This design comes from an exercise in tuning for small area, a short achievable clock period and few clock cycles per item on the open sky130 flow, not from production work. No run shown here included a check of the RTL's function; only the layout flow was run.

$ cat flow/run.sh
#!/bin/bash
# synth_recipe.tcl (not shown) runs the flow's synth.tcl, then flattens the netlist and writes it again
# the make line also repeats each setting of config.mk as NAME=value (left out here)
make -C /OpenROAD-flow-scripts/flow DESIGN_CONFIG=/design/flow/config.mk WORK_HOME=/design/flow/orfs CLKGATE_MAP_FILE= SYNTH_SCRIPT=/design/flow/synth_recipe.tcl finish
$ cat flow/config.mk
export PLATFORM = sky130hd
export DESIGN_NAME = asconTop
export DESIGN_NICKNAME = asconTop
export VERILOG_FILES = /design/flow/design.v
export SDC_FILE = /design/flow/constraint.sdc
export NUM_CORES = 4
export LEC_CHECK = 0
export CAP_MARGIN = 20
export CORE_MARGIN = 2
export CORE_UTILIZATION = 40
export SLEW_MARGIN = 20
$ cat flow/constraint.sdc
create_clock -name core_clock -period 8.0 [get_ports {clk}]
set_input_delay 1.6000 -clock core_clock [delete_from_list [all_inputs] [get_ports {clk}]]
set_output_delay 1.6000 -clock core_clock [all_outputs]
set_load 0.01 [all_outputs]
$ cat flow/design.v
`timescale 1ns/1ps
module asconRound (
    input  logic [320-1:0] stateIn,
    input  logic [3:0]                   roundIdx,
    output logic [320-1:0] stateOut
);
    logic [64-1:0] x0, x1, x2, x3, x4;
    logic [64-1:0] t0, t1, t2, t3, t4;
    logic [64-1:0] y0, y1, y2, y3, y4;
    logic [7:0]                  rc;
    assign rc = 8'hF0 - 8'h0F * {4'b0000, roundIdx};
    always_comb begin
        x0 = stateIn[(320-1-64*(0)) -: 64];
        x1 = stateIn[(320-1-64*(1)) -: 64];
        x2 = stateIn[(320-1-64*(2)) -: 64];
        x3 = stateIn[(320-1-64*(3)) -: 64];
        x4 = stateIn[(320-1-64*(4)) -: 64];
        x2[7:0] = x2[7:0] ^ rc;
        x0 = x0 ^ x4;
        x4 = x4 ^ x3;
        x2 = x2 ^ x1;
        t0 = ~x0 & x1;
        t1 = ~x1 & x2;
        t2 = ~x2 & x3;
        t3 = ~x3 & x4;
        t4 = ~x4 & x0;
        x0 = x0 ^ t1;
        x1 = x1 ^ t2;
        x2 = x2 ^ t3;
        x3 = x3 ^ t4;
        x4 = x4 ^ t0;
        x1 = x1 ^ x0;
        x0 = x0 ^ x4;
        x3 = x3 ^ x2;
        x2 = ~x2;
        y0 = x0 ^ {x0[18:0], x0[63:19]} ^ {x0[27:0], x0[63:28]};
        y1 = x1 ^ {x1[60:0], x1[63:61]} ^ {x1[38:0], x1[63:39]};
        y2 = x2 ^ {x2[0:0],  x2[63:1]}  ^ {x2[5:0],  x2[63:6]};
        y3 = x3 ^ {x3[9:0],  x3[63:10]} ^ {x3[16:0], x3[63:17]};
        y4 = x4 ^ {x4[6:0],  x4[63:7]}  ^ {x4[40:0], x4[63:41]};
    end
    assign stateOut = {y0, y1, y2, y3, y4};
endmodule
`timescale 1ns/1ps
module asconPermutation #(
    parameter int roundsPerCycle = 1
) (
    input  logic [320-1:0] stateIn,
    input  logic [3:0]                   roundIdx,
    output logic [320-1:0] stateOut
);
    logic [320-1:0] chain [0:roundsPerCycle];
    assign chain[0] = stateIn;
    for (genvar g = 0; g < roundsPerCycle; g++) begin : g_round
        asconRound u_round (
            .stateIn (chain[g]),
            .roundIdx(roundIdx + 4'(g)),
            .stateOut(chain[g+1])
        );
    end
    assign stateOut = chain[roundsPerCycle];
endmodule
`timescale 1ns/1ps
module asconPadding (
    input  logic [64-1:0] block,
    input  logic [4-1:0]  len,
    output logic [64-1:0] padded,
    output logic [8-1:0] byteMask
);
    always_comb begin
        for (int b = 0; b < 8; b++) begin
            byteMask[8-1-b] = (b < len);
            if (b < len) begin
                padded[64-1-8*b -: 8] = block[64-1-8*b -: 8];
            end else if (b == len) begin
                padded[64-1-8*b -: 8] = 8'h80;
            end else begin
                padded[64-1-8*b -: 8] = 8'h00;
            end
        end
    end
endmodule
`timescale 1ns/1ps
module asconController (
    input  logic       clk,
    input  logic       rst,
    input  logic       start,
    input  logic       hasAd,
    input  logic       dLast,       
    output logic       startEff,
    output logic [3:0] roundIdx,
    output logic       adMode,      
    output logic       injAd,       
    output logic       injText,     
    output logic       injKey34,    
    output logic       injDs,       
    output logic       read,
    output logic       outValid,
    output logic       tagValid
);
    localparam int R = 1;
    localparam logic [3:0] lastIdx = 4'(12 - R);
    localparam logic [3:0] preIdx  = 4'(12 - 2 * R);
    localparam logic [3:0] shortRunStart = 12 - 6;
    localparam logic [2:0] phIdle  = 3'd0;
    localparam logic [2:0] phInit  = 3'd1;
    localparam logic [2:0] phAd    = 3'd2;
    localparam logic [2:0] phText  = 3'd3;
    localparam logic [2:0] phFinal = 3'd4;
    localparam logic [2:0] phTag   = 3'd5;
    logic [2:0] phase;
    logic       isLast;
    logic       isPre;
    logic       absorbing;
    assign startEff  = start && (phase == phIdle);
    assign isLast    = (roundIdx == lastIdx);
    assign isPre     = (roundIdx == preIdx);
    assign absorbing = (phase == phInit) || (phase == phAd) || (phase == phText);
    always_ff @(posedge clk or posedge rst) begin
        if (rst) begin
            phase    <= phIdle;
            roundIdx <= 4'd0;
            adMode   <= 1'b0;
            injAd    <= 1'b0;
            injText  <= 1'b0;
            injKey34 <= 1'b0;
            injDs    <= 1'b0;
            read     <= 1'b0;
            outValid <= 1'b0;
            tagValid <= 1'b0;
        end else begin
            injAd    <= absorbing && isPre && adMode;
            injText  <= absorbing && isPre && !adMode;
            injDs    <= ((phase == phInit) || (phase == phAd)) && isPre && !adMode;
            injKey34 <= ((phase == phInit) || (phase == phFinal)) && isPre;
            read     <= (absorbing && isPre && adMode) || injText;
            outValid <= injText;
            tagValid <= (phase == phFinal) && isLast;
            roundIdx <= roundIdx + 4'(R);
            case (phase)
                phIdle: begin
                    roundIdx <= 4'd0;
                    if (start) begin
                        phase  <= phInit;
                        adMode <= hasAd;
                    end
                end
                phInit, phAd, phText: begin
                    if (isLast) begin
                        roundIdx <= shortRunStart;
                        if (adMode) begin
                            phase  <= phAd;
                            adMode <= !dLast;
                        end else if (dLast) begin
                            phase    <= phFinal;
                            roundIdx <= 4'd0;
                        end else begin
                            phase <= phText;
                        end
                    end
                end
                phFinal: begin
                    if (isLast) begin
                        phase <= phTag;
                    end
                end
                default: begin
                    phase <= phIdle;
                end
            endcase
        end
    end
endmodule
`timescale 1ns/1ps
module asconTop (
    input  logic                         clk,
    input  logic                         rst,
    input  logic                         start,
    input  logic                         hasAd,
    input  logic                         enc,
    input  logic [128-1:0]   key,
    input  logic [128-1:0]   nonce,
    input  logic [64-1:0]  adBlock,
    input  logic [4-1:0]   adLen,
    input  logic [64-1:0]  textBlock,
    input  logic [4-1:0]   textLen,
    output logic                         read,
    output logic [64-1:0]  outBlock,
    output logic                         outValid,
    output logic [128-1:0]   tag,
    output logic                         tagValid
);
    localparam logic [4-1:0] fullLen = 8;
    logic                         startEff;
    logic [3:0]                   roundIdx;
    logic                         adMode;
    logic                         injAd;
    logic                         injText;
    logic                         injKey34;
    logic                         injDs;
    logic [320-1:0] stateReg;
    logic [320-1:0] permOut;
    logic [128-1:0]   keyReg;
    logic [64-1:0]  selBlock;
    logic [4-1:0]   selLen;
    logic [64-1:0]  padded;
    logic [8-1:0] byteMask;
    logic [64-1:0]  dReg;      
    logic [8-1:0] dMask;    
    logic                         dLast;     
    logic [64-1:0]  outReg;
    logic [64-1:0]  mask64;
    logic [64-1:0]  keep0;
    logic [64-1:0]  inj0;
    logic [128-1:0]   inj12;
    logic [128-1:0]   inj34;
    logic [320-1:0] nextState;
    logic [64-1:0]  y0;
    asconController u_controller (
        .clk     (clk),
        .rst     (rst),
        .start   (start),
        .hasAd   (hasAd),
        .dLast   (dLast),
        .startEff(startEff),
        .roundIdx(roundIdx),
        .adMode  (adMode),
        .injAd   (injAd),
        .injText (injText),
        .injKey34(injKey34),
        .injDs   (injDs),
        .read    (read),
        .outValid(outValid),
        .tagValid(tagValid)
    );
    asconPermutation #(
        .roundsPerCycle(1)
    ) u_permutation (
        .stateIn (stateReg),
        .roundIdx(roundIdx),
        .stateOut(permOut)
    );
    assign selBlock = adMode ? adBlock : textBlock;
    assign selLen   = adMode ? adLen : textLen;
    asconPadding u_pad (
        .block   (selBlock),
        .len     (selLen),
        .padded  (padded),
        .byteMask(byteMask)
    );
    always_ff @(posedge clk) begin
        dReg  <= padded;
        dMask <= byteMask;
        dLast <= (selLen != fullLen);
    end
    for (genvar b = 0; b < 8; b++) begin : g_mask
        assign mask64[8*b +: 8] = {8{dMask[b]}};
    end
    assign keep0 = (injText && !enc) ? ~mask64 : '1;
    assign inj0  = (injAd || injText) ? dReg : '0;
    assign inj12 = (injText && dLast) ? keyReg : '0;
    assign inj34 = (injKey34 ? keyReg : '0) ^ {127'd0, injDs};
    assign y0 = permOut[(320-1-64*(0)) -: 64];
    always_comb begin
        nextState = permOut ^ {inj0, inj12, inj34};
        nextState[(320-1-64*(0)) -: 64] = (y0 & keep0) ^ inj0;
        if (startEff) begin
            nextState = {64'h80400c0600000000, key, nonce};
        end
    end
    always_ff @(posedge clk) begin
        stateReg <= nextState;
        outReg   <= (y0 ^ dReg) & mask64;
        if (startEff) begin
            keyReg <= key;
        end
    end
    assign outBlock = outReg;
    assign tag      = stateReg[128-1:0];
endmodule
==> reports/results.tsv, run 1 <==
metric	value	unit
outcome	no timing/DRC/antenna violations	
clk_latency	0.66	ns
cts_resized	0	
hold_viol	0	
syn-num-nets	4704	
vias	30700	
rsz0062_at_grt	false	
cp_top_family	adder cells	
worstPathArrival	5.41	ns
slowest_stage	xnor2_1	
cp_max_fo	7	
synth_area_per_cell	9.61	sq um
r2r-end	stateReg[71]$_DFF_P_	
slew_viol_final	0	
track_usage	33.0	%
via_per_inst	5.15	
drive_gt1_share	6.07	%
cts_root_buffer	clkbuf_16	
synthToLayoutAreaGrowth	22.5	%
setup_ws	3.08	ns
clk_pin_slew	0.06	ns
synth_seq_cells	600	
yosysWarnings	7	
first_pass_iters	7	
worst_pin_slew	1.34	ns
grt_max_degree	201	
fin_setup_tns	0	ns
postCtsSetupBuffers	0	
grt_antenna_before_repair	12	
dieWidth	320	um
drc	0	
syn_area	39900	sq um
endpoint_kind	flop	
routed.top_layer	met5	
drtIter0Drc	2800	
cp_num_buf_inv	3	
route.final.wire_length	173000	um
max_freq	203	MHz
async_reset_ff_share	2.50	%
ff2ff_path_depth	17	
dpl_cell_area	46400	sq um
die_h	320	um
hold_class	reg -> reg	
grt_first_pass_wirelength	234000	um
cts-hold-fix-buffers	0	
fin_crit	4.92	ns
portBuffers	591	
rrSetupSlack	3.08	ns
wl_met2	77900	um
routedWlPerCell	29.0	um
ios	592	
syn_inst	4156	
maxCapViolCount	0	
layout_common_cells	xnor2_1, clkdlybuf4s50_1, nand2_1, dfxtp_1, xor2_1	
grt_pass1_vias	29800	
cts_inserted_buffers	72	
holdPathEnd	u_controller.injKey34$_DFF_PP0_	
gp_congestion	1.04	
postLayoutCellArea	48900	sq um
path_cells	inv_1 > fa_1 > fa_1 > inv_1 > ha_1 > inv_1 > ha_1 > nand3_1 > a211oi_1 > nor2_1 > xor2_1 > ha_1 > xnor2_1 > xnor2_2 > xor2_1 > xnor2_1 > a21oi_1	
cts.sinks	600	
pre_cts_ws	2.90	ns
fin_skew	0.0327	ns
cpPeakStageDelay	0.64	ns
ant_nets	0	
cts_tree	built	
startpoint_type	flop	
fin_util	49.6	%
die_area	102000	sq um
cp_data_required_time	8.49	ns
num_rows	115	
hp-start	u_controller.phase[1]$_DFFE_PP0P_	
initial_utilization	40.5	%
hold_depth	1	
r2r_start	u_controller.roundIdx[2]$_DFF_PP0_	
yosys_most_used_dff	dfxtp_1	
wl_met3	14100	um
critPathKind	reg -> reg	
synth-edff-count	128	
core_area	98700	sq um
dp_hpwl	143000	um
slew_headroom	10.3	%
cts_max_path_buffers	3	
final_common_cell	xnor2_1	
grt_overflow	0	
final_nets	5155	
htreeDepth	3	
synth_cell_type_count	53	
fin_crit_sh	61.5	%
ys_seq_area_share	33.5	%
setup_violations	0	
wl_met1	72000	um
-- final cells by class --
type / instances / area (sq um)
timing repair buffer: 643 / 6330
clock inverter: 30 / 295
inverter: 222 / 841
fill: 9509 / 49800
tap: 1287 / 1610
antenna: 5 / 12.5
clock buffer: 102 / 2190
sequential: 600 / 13400
multi-input combinational: 3068 / 24300
-- metrics by stage --
stage,std cells,hold slack [ns]
3_3_place_gp,5820,0.472
2_1_floorplan,4156,0.386
5_1_grt,5953,0.498
4_1_cts,5952,0.485
3_5_place_dp,5820,0.471
6_report,5957,0.492
-- worst reg2reg max path: stages, from the launching register on --
cell	delay, ns
dfrtp_1	0.51
inv_1	0.19
fa_1	0.47
fa_1	0.51
inv_1	0.04
ha_1	0.26
inv_1	0.04
ha_1	0.30
nand3_1	0.12
a211oi_1	0.39
nor2_1	0.10
xor2_1	0.16
ha_1	0.30
xnor2_1	0.64
xnor2_2	0.27
xor2_1	0.23
xnor2_1	0.15
a21oi_1	0.09
-- cells in the mapped netlist, drive strengths merged (2+ instances only) --
cell / n / area share, %
fa: 5 / 0.25
or2: 2 / 0.031
maj3: 64 / 1.6
a211oi: 3 / 0.056
clkbuf: 114 / 1.1
o21ai: 97 / 1.2
ha: 146 / 4.6
o31ai: 2 / 0.038
and2: 78 / 1.2
a21oi: 235 / 2.9
o211a: 4 / 0.10
xnor3: 74 / 4.2
mux2i: 124 / 3.1
inv: 222 / 2.1
a211o: 64 / 1.4
o211ai: 64 / 1.2
dfrtp: 15 / 0.94
dfxtp: 457 / 23
nand3: 11 / 0.14
nor3: 4 / 0.050
nor2b: 3 / 0.047
nand2: 469 / 4.4
nor2: 260 / 2.4
xor3: 3 / 0.18
a21o: 3 / 0.056
xor2: 304 / 6.7
a31oi: 2 / 0.069
buf: 152 / 2.7
edfxtp: 128 / 9.6
xnor2: 1029 / 24
nor4: 5 / 0.078
or3: 3 / 0.060
-- routing by layer --
layer / up-vias / track usage, %
li1: 14200 / -
met1: 14900 / 42.9
met2: 1314 / 52.7
met3: 262 / 6.78
met4: 12 / 14.9
met5: - / 0
-- how the worst max path moves through the flow --
stage	from	endpoint	slack, ns	cells after the start
after detailed placement	start	stateReg[198]$_DFF_P_	2.90	6
after global placement	start	stateReg[198]$_DFF_P_	3.00	6
after global routing	u_controller.roundIdx[2]$_DFF_PP0_	stateReg[118]$_DFF_P_	2.76	17
after CTS	u_controller.roundIdx[2]$_DFF_PP0_	stateReg[71]$_DFF_P_	3.09	17
final	u_controller.roundIdx[2]$_DFF_PP0_	stateReg[71]$_DFF_P_	3.08	17
after floorplan	start	keyReg[0]$_DFFE_PP_	1.55	5
-- flip-flops by register name, summed over array words and instances, names as in the netlist --
signal / cells
dLast: 1
dMask: 8
dReg: 64
keyReg: 128
outReg: 64
stateReg: 320
u_controller.adMode: 1
u_controller.injAd: 1
u_controller.injDs: 1
u_controller.injKey34: 1
u_controller.injText: 1
u_controller.outValid: 1
u_controller.phase: 3
u_controller.read: 1
u_controller.roundIdx: 4
u_controller.tagValid: 1
-- cells by family after synthesis --
family	synth area share, %
buffers and inverters	5.87
adder cells (fa/ha/maj)	6.43
AND/OR/NAND/NOR	8.53
AO/OA/AOI/OAI	7.23
flip-flops	33.5
multiplexers	3.11
XOR/XNOR	35.4
==> inputs of run 2 (changes only) <==
--- a/flow/design.v
+++ b/flow/design.v
@@ -9,5 +9,5 @@
     logic [64-1:0] y0, y1, y2, y3, y4;
     logic [7:0]                  rc;
-    assign rc = 8'hF0 - 8'h0F * {4'b0000, roundIdx};
+    assign rc = {~roundIdx, roundIdx};
     always_comb begin
         x0 = stateIn[(320-1-64*(0)) -: 64];
@@ -55,5 +55,5 @@
         asconRound u_round (
             .stateIn (chain[g]),
-            .roundIdx(roundIdx + 4'(g)),
+            .roundIdx(roundIdx | 4'(g)),
             .stateOut(chain[g+1])
         );
--- a/flow/config.mk
+++ b/flow/config.mk
@@ -9,3 +9,4 @@
 export CORE_MARGIN = 2
 export CORE_UTILIZATION = 40
+export SETUP_SLACK_MARGIN = 5
 export SLEW_MARGIN = 20
==> run 2 against run 1 <==
Against the previous run:
- synthesized cell count decreased by 1.2%
- wire length grew 0.27%
- critical path type unchanged
- worst hold slack got worse by 0.036 ns
==> reports/results.tsv, run 2 <==
metric	value	unit
cp_data_required_time	8.52	ns
path_common_cell	xnor2_1	
regMostFlops	stateReg	
synth_seq_cells	600	
synth_xor_area_share	35.5	%
yosysWarnings	7	
synth_mux_area_share	3.11	%
cp_max_fo	4	
drc	0	
outcome	no timing/DRC/antenna violations	
die_h	317	um
cts.sinks	600	
synth_area_per_cell	9.55	sq um
route.final.wire_length	173000	um
grt_first_pass_wirelength	230000	um
layout_common_cells	xnor2_1, nand2_1, clkdlybuf4s50_1, dfxtp_1, xor2_1	
syn-num-nets	4633	
drive_gt1_share	8.56	%
grt_antenna_before_repair	23	
slew_headroom	16.9	%
top_regs	stateReg: 320 flops, keyReg: 128 flops	
cts_root_buffer	clkbuf_16	
synth-edff-count	128	
synth_area_leaders	dfxtp_1, xnor2_1, edfxtp_1	
syn_inst	4106	
fin_setup_tns	0	ns
setup_violations	0	
grt_max_degree	105	
cts-hold-fix-buffers	0	
synth_top_family_by_area	XOR/XNOR gates	
fin_crit_sh	38.9	%
cpPeakStageDelay	1.00	ns
clk_latency	0.68	ns
rsz0062_at_grt	true	
fin_crit	3.11	ns
startpoint_type	flop	
gp_congestion	1.03	
fin_util	50.2	%
yosysTopAreaCellShare	23.3	%
path_cells	inv_1 > ha_1 > xnor2_1 > xnor2_1 > xnor2_1 > xnor2_1 > a21oi_1	
ys_seq_area_share	34.1	%
via_per_inst	5.25	
slew_viol_final	0	
ios	592	
grt_pass1_vias	29400	
slowest_stage	xnor2_1	
hold_class	reg -> reg	
die_area	101000	sq um
initial_utilization	40.5	%
max_freq	321	MHz
cp_num_buf_inv	1	
ant_nets	0	
cts_tree	built	
dp_hpwl	139000	um
core_area	96900	sq um
synth_fa_ha_area_share	5.78	%
final_nets	5090	
yosysTopAreaCell	dfxtp_1	
synthToLayoutAreaGrowth	24.0	%
largest_reg_flops	320	
syn_area	39200	sq um
htreeDepth	3	
worst_pin_slew	1.24	ns
first_pass_iters	6	
drtIter0Drc	3284	
hold_viol	0	
maxCapViolCount	0	
dieWidth	317	um
routedWlPerCell	29.2	um
yosys-top-cells-count	xnor2_1, nand2_1, dfxtp_1	
synth_cell_type_count	44	
fin_skew	0.0414	ns
num_rows	114	
clk_pin_slew	0.06	ns
synth_compound_area_share	7.14	%
yosysMostFrequentCell	xnor2_1	
portBuffers	591	
async_reset_ff_share	2.50	%
final_common_cell	xnor2_1	
critPathKind	reg -> reg	
cts_inserted_buffers	75	
yosys_most_used_dff	dfxtp_1	
worstPathArrival	3.63	ns
endpoint_kind	flop	
yosys.area_share.simple	8.56	%
track_usage	33.4	%
grt_overflow	0	
cp_top_family	XOR/XNOR gates	
vias	31000	
num-fill-cells	9190	
cts_max_path_buffers	3	
## run 2: cell types whose count changed after synthesis, sizes merged, moves of 4 or more
cell | before | now
o211a | 4 | 0
o21ai | 97 | 106
nor2 | 260 | 249
inv | 222 | 204
ha | 146 | 130
xor2 | 304 | 324
a21oi | 235 | 229
nand2 | 469 | 477
clkbuf | 114 | 104
xnor3 | 74 | 61
xnor2 | 1029 | 1033
buf | 152 | 160
nor4 | 5 | 1
fa | 5 | 0
## run 2: final cells by class
class,count,area [sq um],area share [%]
inverters,204,782,1.61
diodes,14,35.0,0.0720
multi-input cells,3040,23900,49.1
clock inverters,34,290,0.597
clock buffers,105,2260,4.64
well taps,1276,1600,3.28
repair buffers,642,6290,12.9
flip-flops and latches,600,13500,27.8
## run 2: through the flow
step                      cells  setup slack [ns]  hold slack, ns  cell area, sq um
after floorplan            4106              4.92           0.386             39200
after global placement     5752              3.55           0.453             45600
after detailed placement   5752              3.47           0.447             45600
after CTS                  5898              5.00           0.462             48400
after global routing       5905              4.99           0.468             48600
final                      5915              4.89           0.456             48600
## run 2: final timing paths
path	startpoint	end	slack, ns	cells after the start
hold / removal	u_controller.injText$_DFF_PP0_	u_controller.outValid$_DFF_PP0_	0.46	0
setup reg to reg	stateReg[236]$_DFF_P_	stateReg[108]$_DFF_P_	4.89	7
min in group asynchronous	rst	u_controller.roundIdx[0]$_DFF_PP0_	1.32	2
max in group asynchronous	rst	u_controller.injKey34$_DFF_PP0_	6.24	2
hold reg to reg	u_controller.injText$_DFF_PP0_	u_controller.outValid$_DFF_PP0_	0.46	0
setup / recovery	stateReg[236]$_DFF_P_	stateReg[108]$_DFF_P_	4.89	7
## run 2: kinds of logic after synthesis
logic type	Yosys count
compound gates	473
mux	122
xor+xnor	1421
fa+ha+maj	194
buf+inv	468
flops	600
simple gates	828
## run 2: routing by layer
metal	GRT usage (%)	share of wire (%)	wire length, um	vias to the layer above
li1	-	-	-	14100
met1	43.4	39	68300	15000
met2	52.8	45	77200	1627
met3	7.45	11	18400	313
met4	15.7	5.2	8940	14
met5	0	0.053	92	-
## run 2: timing repair
action                                  in CTS  in global routing
buffers inserted                             2                  0
cloned                                       5                  3
resized for setup                          354                 24
endpoints found under the setup margin     482                211
==> inputs of run 3 (changes only) <==
--- a/flow/design.v
+++ b/flow/design.v
@@ -44,5 +44,5 @@
 `timescale 1ns/1ps
 module asconPermutation #(
-    parameter int roundsPerCycle = 1
+    parameter int roundsPerCycle = 2
 ) (
     input  logic [320-1:0] stateIn,
@@ -99,5 +99,5 @@
     output logic       tagValid
 );
-    localparam int R = 1;
+    localparam int R = 2;
     localparam logic [3:0] lastIdx = 4'(12 - R);
     localparam logic [3:0] preIdx  = 4'(12 - 2 * R);
@@ -235,5 +235,5 @@
     );
     asconPermutation #(
-        .roundsPerCycle(1)
+        .roundsPerCycle(2)
     ) u_permutation (
         .stateIn (stateReg),
==> run 3 against run 2 <==
Against the previous run:
- still clean on timing, DRC and antenna
- via count up 86%
- first-iteration DRC count rose by 130%
- die area increased by 40%
- setup slack worse by 1.2 ns
- clock skew rose by 0.037 ns
- utilization is 31 points higher
- maximum frequency decreased by 28%
- global-route usage up 19 points
- wire length increased by 130%
- worst hold slack improved by 0.031 ns
==> reports/results.tsv, run 3 <==
metric	value	unit
ant_nets	0	
r2r_start	u_controller.roundIdx[2]$_DFF_PP0_	
syn_inst	5693	
grt_overflow	0	
yosysWarnings	7	
synth_area_per_cell	9.68	sq um
drtIter0Drc	7420	
cts_max_path_buffers	3	
cp_max_fo	3	
syn_area	55100	sq um
yosys_most_used_dff	dfxtp_1	
gp_congestion	1.13	
num-fill-cells	6823	
synth_cell_type_count	54	
worstPathArrival	5.00	ns
core_area	137000	sq um
max_freq	232	MHz
startpoint_type	flop	
cts_root_buffer	clkbuf_16	
portBuffers	591	
vias	57800	
dpl_cell_area	68200	sq um
fin_crit_sh	53.9	%
grt_first_pass_wirelength	488000	um
critPathKind	reg -> reg	
cts.sinks	599	
dp.cells	7978	
cts_inserted_buffers	77	
clk_pin_slew	0.06	ns
regMostFlops	stateReg	
yosysMostFrequentCell	xnor2_1	
outcome	no timing/DRC/antenna violations	
syn-num-nets	6347	
dp_hpwl	281000	um
fin_setup_tns	0	ns
track_usage	52.4	%
ios	592	
cp_data_required_time	8.69	ns
hold_class	reg -> reg	
final_common_cell	buf_4	
grt_antenna_before_repair	32	
yosys-top-cells-count	xnor2_1, xor2_1, nand2_1	
rsz0062_at_grt	true	
top_regs	stateReg: 320 flops, keyReg: 128 flops	
async_reset_ff_share	2.34	%
ys_seq_area_share	24.2	%
slew_headroom	25.3	%
endpoint_kind	flop	
htreeDepth	3	
route.final.wire_length	405000	um
die_h	375	um
instances_no_fill	9686	
hold_viol	0	
synth-edff-count	128	
grt_pass1_vias	54500	
final_nets	8469	
first_pass_iters	6	
postLayoutCellArea	112000	sq um
cp-startpoint	u_controller.roundIdx[2]$_DFF_PP0_	
dieWidth	375	um
maxCapViolCount	0	
setup_violations	0	
fin_skew	0.0783	ns
grt_max_degree	97	
yosysTopAreaCellShare	24.9	%
die_area	141000	sq um
slew_viol_final	0	
routedWlPerCell	41.8	um
drc	0	
layout_common_cells	buf_4, xnor2_4, buf_6, xnor2_2, nand2_1	
yosysTopAreaCell	xnor2_1	
fin_crit	4.31	ns
cts_tree	built	
clk_latency	0.81	ns
drive_gt1_share	59.9	%
largest_reg_flops	320	
worst_pin_slew	1.12	ns
hp-start	u_controller.injText$_DFF_PP0_	
via_per_inst	5.97	
synth_area_leaders	xnor2_1, dfxtp_1, xor2_1	
synth_seq_cells	599	
initial_utilization	40.2	%
num_rows	136	
synthToLayoutAreaGrowth	103	%
[run 3: cell count changes in the layout (fill, tap and decap cells not counted), sizes merged, moves of 47 or more]
| cell | before | now |
|---|---|---|
| xnor2 | 1033 | 1688 |
| xor2 | 324 | 584 |
| mux2i | 122 | 175 |
| xnor3 | 61 | 177 |
| inv | 212 | 298 |
| ha | 130 | 257 |
| buf | 51 | 1785 |
| nand2 | 477 | 556 |
| maj3 | 64 | 111 |
| dlygate4sd2 | 176 | 61 |
[run 3: per-layer routing]
metal  track usage [%]  share of wire [%]  vias up
met3              22.3                 15     2017
li1                  -                  -    22300
met4              48.1                 13       40
met2              74.1                 40     5050
met1              59.5                 32    28400
met5             0.617               0.21        -
[run 3: final timing paths]
path,to,slack (ns),depth (start not counted)
worst min register to register,u_controller.outValid$_DFF_PP0_,0.49,0
worst max-delay path,stateReg[127]$_DFF_P_,3.69,20
min in group asynchronous,u_controller.read$_DFF_PP0_,1.16,2
worst max register to register,stateReg[127]$_DFF_P_,3.69,20
max in group asynchronous,u_controller.injKey34$_DFF_PP0_,6.42,2
worst min-delay path,u_controller.outValid$_DFF_PP0_,0.49,0
[run 3: metrics by stage]
step	utilization (%)	hold slack [ns]	setup slack, ns
floorplan	-	0.386	4.63
global placement	49.6	0.478	1.93
detailed placement	49.7	0.466	2.03
CTS	75.8	0.480	4.06
global route	81.6	0.491	3.70
finish	81.6	0.487	3.69
[run 3: final cells by class]
class	count	area (sq um)	area share [%]
multi-input cells	4532	66300	59.3
inverters	297	1170	1.05
repair inverters	1	16.3	0.0145
well taps	1794	2240	2.01
clock inverters	33	519	0.464
repair buffers	2307	25500	22.8
clock buffers	108	2180	1.94
flip-flops and latches	599	13900	12.5
diodes	15	37.5	0.0335
[run 3: timing repair]
action / in CTS / in global routing
endpoints found under the setup margin: 728 / 471
gates cloned: 3 / 0
hold buffers: 0 / 0
pin swaps: 1331 / 860
gates resized for setup: 3574 / 942
setup buffers: 1233 / 316
[run 3: kinds of logic after synthesis]
| logic type | count (synthesis) | share of synthesized area [%] |
|---|---|---|
| fa+ha+maj | 368 | 7.86 |
| xor+xnor | 2470 | 46.8 |
| compound gates | 506 | 5.39 |
| buf+inv | 563 | 4.84 |
| flops | 599 | 24.2 |
| mux | 178 | 3.24 |
| simple gates | 1009 | 7.71 |
[run 3: critical path: stages (launching register included)]
cell	delay (ns)
dfrtp_2	0.46
buf_6	0.14
buf_6	0.11
buf_12	0.12
xnor2_4	0.15
ha_4	0.20
buf_6	0.11
buf_6	0.12
xnor2_4	0.21
xnor2_4	0.10
buf_12	0.16
buf_12	0.12
xnor2_4	0.27
ha_4	0.27
xnor2_4	0.27
xor2_4	0.26
buf_4	0.16
xnor2_2	0.09
xnor2_4	0.51
mux2i_1	0.28
nor2_1	0.06
==> inputs of run 4 (changes only) <==
--- a/flow/design.v
+++ b/flow/design.v
@@ -44,5 +44,5 @@
 `timescale 1ns/1ps
 module asconPermutation #(
-    parameter int roundsPerCycle = 2
+    parameter int roundsPerCycle = 1
 ) (
     input  logic [320-1:0] stateIn,
@@ -99,5 +99,5 @@
     output logic       tagValid
 );
-    localparam int R = 2;
+    localparam int R = 1;
     localparam logic [3:0] lastIdx = 4'(12 - R);
     localparam logic [3:0] preIdx  = 4'(12 - 2 * R);
@@ -204,8 +204,6 @@
     logic [64-1:0]  selBlock;
     logic [4-1:0]   selLen;
-    logic [64-1:0]  padded;
-    logic [8-1:0] byteMask;
-    logic [64-1:0]  dReg;      
-    logic [8-1:0] dMask;    
+    logic [64-1:0]  dPad;      
+    logic [8-1:0] dBytes;    
     logic                         dLast;     
     logic [64-1:0]  outReg;
@@ -235,5 +233,5 @@
     );
     asconPermutation #(
-        .roundsPerCycle(2)
+        .roundsPerCycle(1)
     ) u_permutation (
         .stateIn (stateReg),
@@ -246,17 +244,13 @@
         .block   (selBlock),
         .len     (selLen),
-        .padded  (padded),
-        .byteMask(byteMask)
+        .padded  (dPad),
+        .byteMask(dBytes)
     );
-    always_ff @(posedge clk) begin
-        dReg  <= padded;
-        dMask <= byteMask;
-        dLast <= (selLen != fullLen);
-    end
+    assign dLast = (selLen != fullLen);
     for (genvar b = 0; b < 8; b++) begin : g_mask
-        assign mask64[8*b +: 8] = {8{dMask[b]}};
+        assign mask64[8*b +: 8] = {8{dBytes[b]}};
     end
     assign keep0 = (injText && !enc) ? ~mask64 : '1;
-    assign inj0  = (injAd || injText) ? dReg : '0;
+    assign inj0  = (injAd || injText) ? dPad : '0;
     assign inj12 = (injText && dLast) ? keyReg : '0;
     assign inj34 = (injKey34 ? keyReg : '0) ^ {127'd0, injDs};
@@ -271,5 +265,5 @@
     always_ff @(posedge clk) begin
         stateReg <= nextState;
-        outReg   <= (y0 ^ dReg) & mask64;
+        outReg   <= (y0 ^ dPad) & mask64;
         if (startEff) begin
             keyReg <= key;
==> flow/flow/run.sh (new file) <==
#!/bin/bash
# Standard ORFS layout, with plain buf_1 cells as the port buffers instead of
# the delay cells buffer_ports picks by default.
set -euo pipefail
export BUFFER_PORTS_ARGS="-buffer_cell sky130_fd_sc_hd__buf_1"
bash standard.sh > standard.log 2>&1
==> flow/standard.sh (new file) <==
#!/bin/bash
# synth_recipe.tcl (not shown) runs the flow's synth.tcl, then flattens the netlist and writes it again
# the make line also repeats each setting of config.mk as NAME=value (left out here)
make -C /OpenROAD-flow-scripts/flow DESIGN_CONFIG=/design/flow/config.mk WORK_HOME=/design/flow/orfs CLKGATE_MAP_FILE= SYNTH_SCRIPT=/design/flow/synth_recipe.tcl "${@:-finish}"
removed: flow/run.sh
==> run 4 against run 3 <==
Against the previous run:
- synthesized cell count down 27%
- worst hold slack better by 0.10 ns
- first-iteration DRC count decreased by 43%
- register-to-register slack improved by 1.2 ns
- still clean on timing, DRC and antenna
- design area shrank 61%
- largest cell class unchanged
- non-clock buffer count decreased by 1658
==> reports/results.tsv, run 4 <==
metric	value	unit
outcome	no timing/DRC/antenna violations	
initial_utilization	40.5	%
ios	592	
dp_hpwl	140000	um
grt_first_pass_wirelength	236000	um
first_pass_iters	6	
regMostFlops	stateReg	
clk_pin_slew	0.06	ns
met1_usage	44.5	%
final_nets	5106	
hold_viol	0	
portBuffers	591	
synthToLayoutAreaGrowth	14.7	%
slew_viol_final	0	
grt_antenna_before_repair	32	
ys_seq_area_share	31.4	%
synth_seq_cells	527	
cts_inserted_buffers	66	
synth_area_per_cell	9.18	sq um
syn_area	38000	sq um
synth_area_leaders	xnor2_1, dfxtp_1, edfxtp_1	
dpl_cell_area	40600	sq um
cts-hold-fix-buffers	0	
worst_pin_slew	1.31	ns
gp_congestion	1.07	
fin_util	46.4	%
num_rows	112	
largest_reg_flops	320	
cp_num_buf_inv	1	
yosys-top-cells-count	xnor2_1, nand2_1, xor2_1	
met3_usage	8.04	%
die_h	312	um
track_usage	34.7	%
critPathKind	reg -> reg	
drtIter0Drc	4228	
rsz0062_at_grt	true	
hold_class	reg -> reg	
fin_setup_tns	0	ns
max_freq	327	MHz
postLayoutCellArea	43500	sq um
dp.cells	5749	
yosysMostFrequentCell	xnor2_1	
fin_crit_sh	38.3	%
vias	32400	
htreeDepth	3	
startpoint_type	flop	
grt_max_degree	104	
endpoint_kind	flop	
met2_usage	53.1	%
routedWlPerCell	29.6	um
async_reset_ff_share	2.85	%
fin_crit	3.06	ns
setup_violations	0	
grt_pass1_vias	30100	
num-fill-cells	9233	
clk_latency	0.66	ns
final_common_cell	xnor2_1	
syn_inst	4137	
cp_top_family	XOR/XNOR gates	
yosys_most_used_dff	dfxtp_1	
cts_root_buffer	clkbuf_16	
cp_max_fo	3	
via_per_inst	5.48	
drive_gt1_share	7.10	%
yosysWarnings	7	
core_area	93700	sq um
synth_cell_type_count	65	
maxCapViolCount	0	
cp_data_required_time	8.55	ns
cts_max_path_buffers	3	
instances_no_fill	5908	
cts.sinks	527	
cts_tree	built	
slew_headroom	12.3	%
route.final.wire_length	175000	um
slowest_stage	xnor2_2	
die_area	97400	sq um
synth-edff-count	128	
dieWidth	312	um
top_regs	stateReg: 320 flops, keyReg: 128 flops, outReg: 64 flops	
layout_common_cells	xnor2_1, buf_1, nand2_1, xor2_1, dfxtp_1	
cpPeakStageDelay	0.76	ns
yosysTopAreaCell	xnor2_1	
top_usage_layer	met2	
grt_overflow	0	
drc	0	
path_cells	inv_1 > ha_1 > xnor2_1 > xnor2_2 > xnor3_1 > or3_1 > a21oi_1	
worstPathArrival	3.61	ns
yosysTopAreaCellShare	20.7	%
syn-num-nets	4664	
ant_nets	0	
fin_skew	0.0369	ns
run 4: cells by family (layout without fill, tap and decap cells):
kind of cell / Yosys count / count (layout) / synth area share [%]
buffers and inverters: 479 / 969 / 6.27
and+or+nand+nor: 836 / 841 / 9.02
DFF: 527 / 527 / 31.4
AOI/OAI and AO/OA: 570 / 570 / 8.64
xor gates and xnor gates: 1403 / 1403 / 35.2
adders and majority gates: 194 / 194 / 5.97
other: 0 / 21 / 0
muxes: 128 / 129 / 3.55
run 4: cell type report:
type	count	area [sq um]	share of cell area, %
Clock inverter	25	240	0.552
Sequential cell	527	11900	27.4
Inverter	197	756	1.74
Tap cell	1254	1570	3.60
Timing Repair inverter	1	8.76	0.0201
Timing Repair Buffer	649	2840	6.53
Clock buffer	97	2100	4.82
Antenna cell	21	52.6	0.121
Multi-Input combinational cell	3137	24000	55.2
run 4: final timing paths:
path                                                    from                         endpoint  slack, ns  cells past startpoint
setup / recovery                       stateReg[111]$_DFF_P_         stateReg[303]$_SDFF_PP0_       4.94                      7
hold / removal             u_controller.phase[1]$_DFFE_PP0P_  u_controller.injKey34$_DFF_PP0_       0.59                      1
setup reg to reg                       stateReg[111]$_DFF_P_         stateReg[303]$_SDFF_PP0_       4.94                      7
hold reg to reg            u_controller.phase[1]$_DFFE_PP0P_  u_controller.injKey34$_DFF_PP0_       0.59                      1
max in group asynchronous                                rst  u_controller.injKey34$_DFF_PP0_       6.53                      2
min in group asynchronous                                rst  u_controller.adMode$_DFFE_PP0P_       1.01                      2
run 4: worst reg2reg max path: cells and delay by family (launching register included):
family | cells | cell delay, ns
AOI/OAI and AO/OA | 1 | 0.18
adders and majority gates | 1 | 0.33
DFF | 1 | 0.43
and+or+nand+nor | 1 | 0.41
xor gates and xnor gates | 3 | 1.51
buffers and inverters | 1 | 0.11
run 4: what timing repair did:
action	in CTS	in global routing
gates resized for setup	41	35
endpoints found under the setup margin	343	249
pin swaps	1	2
setup buffers	3	4
cloned	7	2
run 4: layer usage:
metal / wire, um / share of wire (%)
met4: 11800 / 6.7
met3: 20000 / 11
met1: 66900 / 38
met2: 76200 / 44
met5: 112 / 0.064
run 4: per-stage QoR:
step,worst slack (ns),hold WS (ns)
2_1_floorplan,4.92,0.447
3_3_place_gp,3.65,0.565
3_5_place_dp,3.55,0.574
4_1_cts,5.00,0.585
5_1_grt,4.97,0.624
6_report,4.94,0.590
==> inputs of run 5 (changes only) <==
--- a/flow/design.v
+++ b/flow/design.v
@@ -88,5 +88,5 @@
     input  logic       hasAd,
     input  logic       dLast,       
-    output logic       startEff,
+    output logic       idle,
     output logic [3:0] roundIdx,
     output logic       adMode,      
@@ -113,5 +113,5 @@
     logic       isPre;
     logic       absorbing;
-    assign startEff  = start && (phase == phIdle);
+    assign idle      = (phase == phIdle);
     assign isLast    = (roundIdx == lastIdx);
     assign isPre     = (roundIdx == preIdx);
@@ -192,5 +192,5 @@
 );
     localparam logic [4-1:0] fullLen = 8;
-    logic                         startEff;
+    logic                         idle;
     logic [3:0]                   roundIdx;
     logic                         adMode;
@@ -221,5 +221,5 @@
         .hasAd   (hasAd),
         .dLast   (dLast),
-        .startEff(startEff),
+        .idle    (idle),
         .roundIdx(roundIdx),
         .adMode  (adMode),
@@ -259,5 +259,5 @@
         nextState = permOut ^ {inj0, inj12, inj34};
         nextState[(320-1-64*(0)) -: 64] = (y0 & keep0) ^ inj0;
-        if (startEff) begin
+        if (idle) begin
             nextState = {64'h80400c0600000000, key, nonce};
         end
@@ -266,5 +266,5 @@
         stateReg <= nextState;
         outReg   <= (y0 ^ dPad) & mask64;
-        if (startEff) begin
+        if (idle) begin
             keyReg <= key;
         end
==> flow/flow/run.sh (replaced) <==
#!/bin/bash
# Standard ORFS layout, with plain buf_1 cells as the port buffers instead of
# the delay cells buffer_ports picks by default, and timing repair aiming
# below the clock period.
set -euo pipefail
export BUFFER_PORTS_ARGS="-buffer_cell sky130_fd_sc_hd__buf_1"
export SETUP_SLACK_MARGIN=5.6
bash standard.sh > standard.log 2>&1
--- a/flow/config.mk
+++ b/flow/config.mk
@@ -9,4 +9,3 @@
 export CORE_MARGIN = 2
 export CORE_UTILIZATION = 40
-export SETUP_SLACK_MARGIN = 5
 export SLEW_MARGIN = 20
==> run 5 against run 4 <==
Against the previous run:
- worst hold slack improved by 0.058 ns
- maximum frequency grew 7.2%
- wire length increased by 12%
- critical path depth is 5 higher
- critical path type is now in -> reg
- critical endpoint is now stateReg[225]$_DFF_P_
==> reports/results.tsv, run 5 <==
metric	value	unit
outcome	no timing/DRC/antenna violations	
dieWidth	312	um
cts_tree	built	
hold_depth	3	
max_freq	350	MHz
maxCapViolCount	0	
fin_crit	2.86	ns
rsz0062_at_grt	true	
worst_pin_slew	1.37	ns
yosysMostFrequentCell	xnor2_1	
cts_max_path_buffers	3	
ios	592	
gp_congestion	1.05	
final_common_cell	xnor2_1	
yosysWarnings	7	
regMostFlops	stateReg	
via_per_inst	5.55	
grt_overflow	0	
drc	0	
clk_latency	0.66	ns
grt_pass1_vias	33100	
cts_inserted_buffers	66	
first_pass_iters	6	
num_rows	113	
synth_top_family_by_area	XOR/XNOR gates	
vias	35100	
syn_area	38000	sq um
route.final.wire_length	196000	um
async_reset_ff_share	2.85	%
track_usage	38.3	%
ys_seq_area_share	31.3	%
slew_viol_final	0	
die_area	97500	sq um
clk_pin_slew	0.07	ns
grt_max_degree	94	
synth_mux_area_share	3.59	%
hold_class	reg -> reg	
cp_data_required_time	8.52	ns
initial_utilization	40.2	%
synth_compound_area_share	8.49	%
core_area	94600	sq um
fin_setup_tns	0	ns
ff2ff_path_depth	7	
die_h	312	um
yosys_most_used_dff	dfxtp_1	
drive_gt1_share	35.8	%
endpoint_kind	flop	
synth_fa_ha_area_share	5.97	%
dp_hpwl	142000	um
cp_max_fo	6	
slew_headroom	7.71	%
critPathKind	in -> reg	
worstPathArrival	3.38	ns
htreeDepth	3	
syn_inst	4154	
yosys-top-cells-count	xnor2_1, nand2_1, xor2_1	
drtIter0Drc	4316	
yosysTopAreaCell	xnor2_1	
num-fill-cells	7921	
grt_first_pass_wirelength	260000	um
hold_viol	0	
setup_violations	0	
synth_xor_area_share	35.2	%
synth-edff-count	128	
yosys.area_share.simple	9.23	%
largest_reg_flops	320	
portBuffers	591	
synthToLayoutAreaGrowth	47.2	%
ant_nets	0	
fin_crit_sh	35.7	%
synth_area_per_cell	9.15	sq um
routedWlPerCell	30.9	um
syn-num-nets	4681	
synth_seq_cells	527	
top_regs	stateReg: 320 flops, keyReg: 128 flops, outReg: 64 flops	
grt_antenna_before_repair	38	
cts_root_buffer	clkbuf_16	
fin_skew	0.0316	ns
cts.sinks	527	
synth_cell_type_count	73	
synth_area_leaders	xnor2_1, dfxtp_1, edfxtp_1	
layout_common_cells	xnor2_1, nand2_1, buf_1, xor2_1, buf_4	
startpoint_type	input pin	
final_nets	5519	
yosysTopAreaCellShare	21.6	%
## run 5: cell families (layout without fill, tap and decap cells)
logic type | after synthesis | in the layout
and+or+nand+nor | 854 | 862
AOI/OAI and AO/OA | 564 | 566
buffers and inverters | 477 | 1355
DFF | 527 | 527
adders and majority gates | 194 | 194
xor gates and xnor gates | 1409 | 1409
muxes | 129 | 130
other | 0 | 24
## run 5: critical path: stages
cell and delay (ns):
buf_12 0.10, and3b_2 0.22, o22ai_4 0.15, buf_12 0.16, buf_12 0.13, buf_4 0.12, buf_12 0.11, buf_16 0.14
nand3_2 0.10, xor2_2 0.20, xnor2_1 0.22, a21oi_1 0.10
## run 5: stage by stage
stage | worst slack, ns | util [%] | hold WS [ns] | cell area [sq um] | cells
3_5_place_dp | 3.27 | 43.9 | 0.533 | 41500 | 5782
3_3_place_gp | 3.34 | 43.9 | 0.525 | 41500 | 5782
2_1_floorplan | 5.06 | - | 0.352 | 39100 | 4154
4_1_cts | 5.21 | 55.4 | 0.589 | 52400 | 6224
6_report | 5.14 | 59.1 | 0.648 | 55900 | 6332
5_1_grt | 5.10 | 59.1 | 0.673 | 55900 | 6320
## run 5: cell type report
cell class                 count  area, sq um  share of cell area, %
antenna                       24         60.1                  0.107
clock buffer                 100         2160                   3.87
clock inverter                19          185                  0.331
inverter                     197          756                   1.35
multi-input combinational   3161        30200                   53.9
sequential                   527        12400                   22.1
tap                         1265         1580                   2.83
timing repair buffer        1038         8620                   15.4
timing repair inverter         1         8.76                 0.0157
## run 5: repair_timing
action,CTS,global route
cloned,29,5
setup endpoints to repair,675,530
hold buffers,0,0
pin swaps,184,202
buffers inserted,294,79
gates resized for setup,1245,468
## run 5: path summary, 6_finish.rpt
check                                           from                        endpoint  slack (ns)
worst max-delay path                        adLen[3]           stateReg[225]$_DFF_P_        5.14
worst min-delay path            keyReg[59]$_DFFE_PP_           stateReg[187]$_DFF_P_        0.65
min in group asynchronous                        rst    u_controller.injDs$_DFF_PP0_        0.99
worst min register to register  keyReg[59]$_DFFE_PP_           stateReg[187]$_DFF_P_        0.65
max in group asynchronous                        rst  u_controller.injText$_DFF_PP0_        6.58
worst max register to register  stateReg[53]$_DFF_P_           stateReg[206]$_DFF_P_        5.29
## run 5: layer usage
metal,share of wire (%),global-route usage (%)
met5,0.098,0
met4,8.3,25.3
met2,43,57.6
met1,36,47.3
met3,13,11.9
==> inputs of run 6 (changes only) <==
--- a/flow/flow/run.sh
+++ b/flow/flow/run.sh
@@ -5,4 +5,3 @@
 set -euo pipefail
 export BUFFER_PORTS_ARGS="-buffer_cell sky130_fd_sc_hd__buf_1"
-export SETUP_SLACK_MARGIN=5.6
 bash standard.sh > standard.log 2>&1
==> run 6 against run 5 <==
Against the previous run:
- still clean on timing, DRC and antenna
- design area decreased by 23%
- count of clock-buffer cells in the layout decreased by 7
- via count decreased by 9.7%
- wire length decreased by 11%
- utilization decreased by 14 points
- synthesized cell count unchanged
- die area unchanged
- global-route usage decreased by 3.8 points
- final cell count decreased by 6.4%
- register-to-register slack got worse by 1.4 ns
==> reports/results.tsv, run 6 <==
metric	value	unit
outcome	no timing/DRC/antenna violations	
pre_cts_ws	3.72	ns
grt_antenna_before_repair	39	
layout_common_cells	xnor2_1, buf_1, nand2_1, xor2_1, dfxtp_1	
num_rows	113	
dp.cells	5785	
async_reset_ff_share	2.85	%
htreeDepth	3	
cts_inserted_buffers	66	
largest_reg_flops	320	
hold_viol	0	
grt_max_degree	181	
fin_setup_tns	0	ns
critPathKind	reg -> reg	
syn-num-nets	4681	
fin_util	45.6	%
ys_seq_area_share	31.3	%
cts_max_path_buffers	3	
synthToLayoutAreaGrowth	13.5	%
gp_congestion	1.02	
top_regs	stateReg: 320 flops, keyReg: 128 flops, outReg: 64 flops	
die_h	312	um
drtIter0Drc	3255	
drive_gt1_share	6.02	%
core_area	94600	sq um
setup_ws	3.91	ns
cp_data_required_time	8.49	ns
yosys_most_used_dff	dfxtp_1	
r2r-end	stateReg[316]$_SDFF_PP0_	
grt_first_pass_wirelength	233000	um
path_depth	8	
path_common_cell	buf_4	
final_common_cell	xnor2_1	
route.final.wire_length	173000	um
cpPeakStageDelay	0.71	ns
max_freq	245	MHz
hold_depth	1	
rsz0062_at_grt	false	
synth_area_per_cell	9.15	sq um
yosysMostFrequentCell	xnor2_1	
cts-hold-fix-buffers	0	
startpoint_type	flop	
via_per_inst	5.35	
ant_nets	0	
r2r_start	u_controller.adMode$_DFFE_PP0P_	
rrSetupSlack	3.91	ns
fin_skew	0.0450	ns
routedWlPerCell	29.2	um
vias	31700	
dp_hpwl	142000	um
final_nets	5116	
worstPathArrival	4.57	ns
synth-edff-count	128	
cts_tree	built	
syn_inst	4154	
fin_crit	4.09	ns
cts_resized	0	
clk_pin_slew	0.06	ns
worst_pin_slew	1.38	ns
yosys-top-cells-count	xnor2_1, nand2_1, xor2_1	
slowest_stage	dfrtp_4	
synth_seq_cells	527	
grt_overflow	0	
initial_utilization	40.2	%
cp_max_fo	55	
path_cells	buf_4 > inv_1 > o41ai_4 > buf_4 > and2_0 > nor2_1 > o2111ai_1 > o21ai_0	
grt_pass1_vias	29900	
hp-start	u_controller.phase[1]$_DFFE_PP0P_	
cp_num_buf_inv	3	
track_usage	34.6	%
portBuffers	591	
hold_class	reg -> reg	
cp_top_family	buffers and inverters	
cts.sinks	527	
cts_root_buffer	clkbuf_16	
setup_violations	0	
first_pass_iters	6	
instances_no_fill	5929	
drc	0	
yosysWarnings	7	
synth_area_leaders	xnor2_1, dfxtp_1, edfxtp_1	
slew_viol_final	0	
yosysTopAreaCellShare	21.6	%
synth_cell_type_count	73	
maxCapViolCount	0	
yosysTopAreaCell	xnor2_1	
dieWidth	312	um
syn_area	38000	sq um
clk_latency	0.65	ns
ios	592	
regMostFlops	stateReg	
die_area	97500	sq um
fin_crit_sh	51.1	%
holdPathEnd	u_controller.injKey34$_DFF_PP0_	
slew_headroom	7.41	%
postCtsSetupBuffers	0	
ff2ff_path_depth	8	
endpoint_kind	flop	
-- run 6: cell count changes in the layout (fill, tap and decap cells not counted), moves of 94 or more --
cell / previous run / this run
buf_1: 388 / 591
buf_4: 283 / 55
buf_6: 231 / 0
dfxtp_1: 206 / 384
dfxtp_4: 94 / 0
o21ai_0: 89 / 239
o21ai_1: 143 / 36
xnor2_1: 667 / 930
xnor2_2: 209 / 24
-- run 6: worst reg2reg max path: cells and delay by family, from the launching register on --
family                 cells  cell delay (ns)
AO/OA/AOI/OAI              3             0.76
buffers and inverters      3             1.52
flip-flops                 1             0.71
AND/OR/NAND/NOR            2             0.95
-- run 6: area by class of cell --
class / instances / area [sq um]
Tap cell: 1265 / 1580
Clock inverter: 24 / 253
Inverter: 197 / 747
Timing Repair Buffer: 647 / 2650
Antenna cell: 26 / 65.1
Sequential cell: 527 / 11900
Multi-Input combinational cell: 3150 / 23900
Clock buffer: 93 / 2070
Fill cell: 9410 / 51400
-- run 6: through the flow --
stage          hold WS [ns]  area, sq um
2_1_floorplan         0.352        38000
3_5_place_dp          0.531        40700
3_3_place_gp          0.529        40700
6_report              0.555        43100
4_1_cts               0.550        43100
5_1_grt               0.608        43100
-- run 6: routing by layer --
| metal | track usage [%] | share of wire [%] | up-vias |
|---|---|---|---|
| met2 | 52.4 | 44 | 1630 |
| met4 | 20.1 | 6.3 | 16 |
| li1 | - | - | 14400 |
| met5 | 0 | 0.057 | - |
| met1 | 43.5 | 40 | 15300 |
| met3 | 10.4 | 11 | 338 |
-- run 6: kinds of logic after synthesis --
family          synth area share (%)
xor+xnor                        35.2
simple gates                    9.23
compound gates                  8.49
flops                           31.3
buf+inv                         6.15
fa+ha+maj                       5.97
mux                             3.59
-- run 6: how the worst max path moves through the flow --
stage / startpoint / end / slack (ns)
after CTS: u_controller.adMode$_DFFE_PP0P_ / stateReg[316]$_SDFF_PP0_ / 3.89
after detailed placement: adLen[2] / stateReg[220]$_DFF_P_ / 3.72
final: u_controller.adMode$_DFFE_PP0P_ / stateReg[316]$_SDFF_PP0_ / 3.91
after global placement: adLen[2] / stateReg[237]$_DFF_P_ / 3.76
after floorplan: adLen[2] / stateReg[271]$_SDFF_PP0_ / 4.97
after global routing: u_controller.adMode$_DFFE_PP0P_ / stateReg[314]$_SDFF_PP0_ / 3.58
==> inputs of run 7 (changes only) <==
--- a/flow/config.mk
+++ b/flow/config.mk
@@ -9,3 +9,4 @@
 export CORE_MARGIN = 2
 export CORE_UTILIZATION = 40
+export SETUP_SLACK_MARGIN = 4.5
 export SLEW_MARGIN = 20
==> run 7 against run 6 <==
Against the previous run:
- still clean
- utilization increased by 0.086 points
- maximum frequency is 19% higher
- critical path type unchanged
==> reports/results.tsv, run 7 <==
metric	value	unit
multi_input_area	23900	sq um
num-fill-cells	9410	
die_area	97500	sq um
fin_crit_sh	43.0	%
dp_hpwl	142000	um
synth_fa_ha_area_share	5.97	%
fin_crit	3.44	ns
path_cells	inv_1 > ha_1 > xnor2_1 > xnor2_1 > xor2_1 > xnor2_1 > o21ai_0	
slowest_stage	xnor2_1	
hold_viol	0	
yosysWarnings	7	
portBuffers	591	
synth_compound_area_share	8.49	%
vias	31800	
syn_area	38000	sq um
wl_met1	69200	um
instances_no_fill	5932	
fin_skew	0.0437	ns
die_h	312	um
hold_class	reg -> reg	
endpoint_kind	flop	
startpoint_type	flop	
clk_latency	0.66	ns
path_common_cell	xnor2_1	
worst_pin_slew	1.28	ns
synth_cell_type_count	73	
grt_pass1_vias	30000	
drive_gt1_share	6.20	%
gp_congestion	1.02	
synth_seq_cells	527	
routed.top_layer	met5	
track_usage	34.7	%
cp_data_required_time	8.46	ns
yosys_most_used_dff	dfxtp_1	
final_common_cell	xnor2_1	
slew_headroom	13.9	%
yosysTopAreaCellShare	21.6	%
drtIter0Drc	3487	
drc	0	
max_freq	291	MHz
worstPathArrival	3.91	ns
dieWidth	312	um
ios	592	
yosysMostFrequentCell	xnor2_1	
cts_inserted_buffers	66	
grt_first_pass_wirelength	234000	um
yosys.area_share.simple	9.23	%
critPathKind	reg -> reg	
cts.sinks	527	
via_per_inst	5.36	
outcome	no timing/DRC/antenna violations	
grt_max_degree	181	
core_area	94600	sq um
seq_area	11900	sq um
cpPeakStageDelay	0.81	ns
wl_met2	75600	um
grt_overflow	0	
layout_common_cells	xnor2_1, buf_1, nand2_1, xor2_1, dfxtp_1	
dp.cells	5785	
top_regs	stateReg: 320 flops, keyReg: 128 flops, outReg: 64 flops	
routedWlPerCell	29.4	um
final_nets	5122	
ys_seq_area_share	31.3	%
regMostFlops	stateReg	
grt_antenna_before_repair	34	
async_reset_ff_share	2.85	%
initial_utilization	40.2	%
synth_area_per_cell	9.15	sq um
clk_pin_slew	0.06	ns
cp_max_fo	4	
pre_cts_ws	3.72	ns
syn-num-nets	4681	
synthToLayoutAreaGrowth	13.7	%
synth_mux_area_share	3.59	%
cts_tree	built	
synth_top_family_by_area	XOR/XNOR gates	
cts_max_path_buffers	3	
ant_nets	0	
fin_setup_tns	0	ns
synth_xor_area_share	35.2	%
first_pass_iters	6	
setup_violations	0	
wl_met3	18500	um
setup_ws	4.56	ns
cts_root_buffer	clkbuf_16	
yosysTopAreaCell	xnor2_1	
syn_inst	4154	
maxCapViolCount	0	
synth_area_leaders	xnor2_1, dfxtp_1, edfxtp_1	
synth-edff-count	128	
route.final.wire_length	174000	um
yosys-top-cells-count	xnor2_1, nand2_1, xor2_1	
largest_reg_flops	320	
htreeDepth	3	
rsz0062_at_grt	false	
num_rows	113	
slew_viol_final	0	
-- run 7: cell counts after synthesis --
No cell type changed its count.
-- run 7: worst max-delay path: cells and delay by family, from the launching register on --
family / cells / cell delay, ns
compound gates: 1 / 0.19
buf+inv: 1 / 0.17
fa+ha+maj: 1 / 0.23
flops: 1 / 0.54
xor+xnor: 4 / 2.12
-- run 7: per-stage QoR --
stage	instance area, sq um	utilization [%]	hold WS (ns)
6_report	43200	45.7	0.564
2_1_floorplan	38000	-	0.352
4_1_cts	43100	45.5	0.550
5_1_grt	43200	45.7	0.608
3_5_place_dp	40700	43.1	0.531
3_3_place_gp	40700	43.0	0.529
-- run 7: final timing paths --
| path | from | to | slack [ns] | cells past startpoint |
|---|---|---|---|---|
| min | u_controller.phase[1]$_DFFE_PP0P_ | u_controller.injKey34$_DFF_PP0_ | 0.56 | 1 |
| max in group asynchronous | rst | u_controller.injKey34$_DFF_PP0_ | 6.55 | 2 |
| min in group asynchronous | rst | u_controller.tagValid$_DFF_PP0_ | 1.00 | 2 |
| max | stateReg[115]$_DFF_P_ | stateReg[105]$_DFF_P_ | 4.56 | 7 |
| min reg2reg | u_controller.phase[1]$_DFFE_PP0P_ | u_controller.injKey34$_DFF_PP0_ | 0.56 | 1 |
| max reg2reg | stateReg[115]$_DFF_P_ | stateReg[105]$_DFF_P_ | 4.56 | 7 |
-- run 7: cell families after synthesis --
logic type               count (synthesis)
buffers and inverters                  477
AO/OA/AOI/OAI                          564
multiplexers                           129
XOR/XNOR                              1409
adder cells (fa/ha/maj)                194
flip-flops                             527
AND/OR/NAND/NOR                        854
-- run 7: per-layer routing --
layer	GRT usage, %	vias up
li1	-	14400
met1	44.5	15300
met2	52.7	1717
met3	9.04	354
met4	20.0	18
met5	0	-
-- run 7: layout make-up --
type,count,area share [%]
clock inverter,24,0.585
antenna,23,0.133
inverter,197,1.73
multi-input combinational,3152,55.3
clock buffer,93,4.78
tap,1265,3.66
timing repair buffer,651,6.28
sequential,527,27.6
-- run 7: what timing repair did --
item,4_1_cts,5_1_grt
resized for setup,6,4
buffers inserted,0,4
pin swaps,0,1
cloned,1,1
hold buffers,0,0
endpoints found under the setup margin,149,76

re-timing with driven ports:
No port has a modelled driver above. Below, the same layouts with a new extraction and two added sets of constraints.
Step 1: set_driving_cell puts a clkbuf_16 on clk and a buf_2 on each other input, an assumption about the parent block.
Step 2 also shifts input and output timing later by t, the mid clock arrival at the registers, as if the neighbouring blocks saw the same clock.
Slacks: ideal / step 1 / step 2; pairs: ideal / step 1.
run	shift t [ns]	setup slack, ns	worst hold slack (ns)	latest minus earliest clock arrival (ns)
run 1	0.717	3.080 / 3.080 / 2.794	0.492 / 0.492 / 0.492	0.034 / 0.034
run 2	0.728	4.888 / 4.888 / 4.315	0.456 / 0.456 / 0.456	0.043 / 0.043
run 3	0.861	3.690 / 3.690 / 3.690	0.487 / 0.487 / 0.487	0.079 / 0.079
run 4	0.712	4.939 / 4.939 / 4.398	0.590 / 0.590 / 0.590	0.037 / 0.037
run 5	0.716	5.144 / 5.140 / 4.446	0.648 / 0.648 / 0.648	0.032 / 0.032
run 6	0.702	3.914 / 3.914 / 3.611	0.555 / 0.555 / 0.555	0.045 / 0.045
run 7	0.706	4.558 / 4.558 / 4.009	0.564 / 0.564 / 0.564	0.044 / 0.044
After both steps setup and hold are still met in every run listed. The setup slack of run 5, which loses most, moves by -0.004 ns with the drivers and by -0.698 ns with both steps.
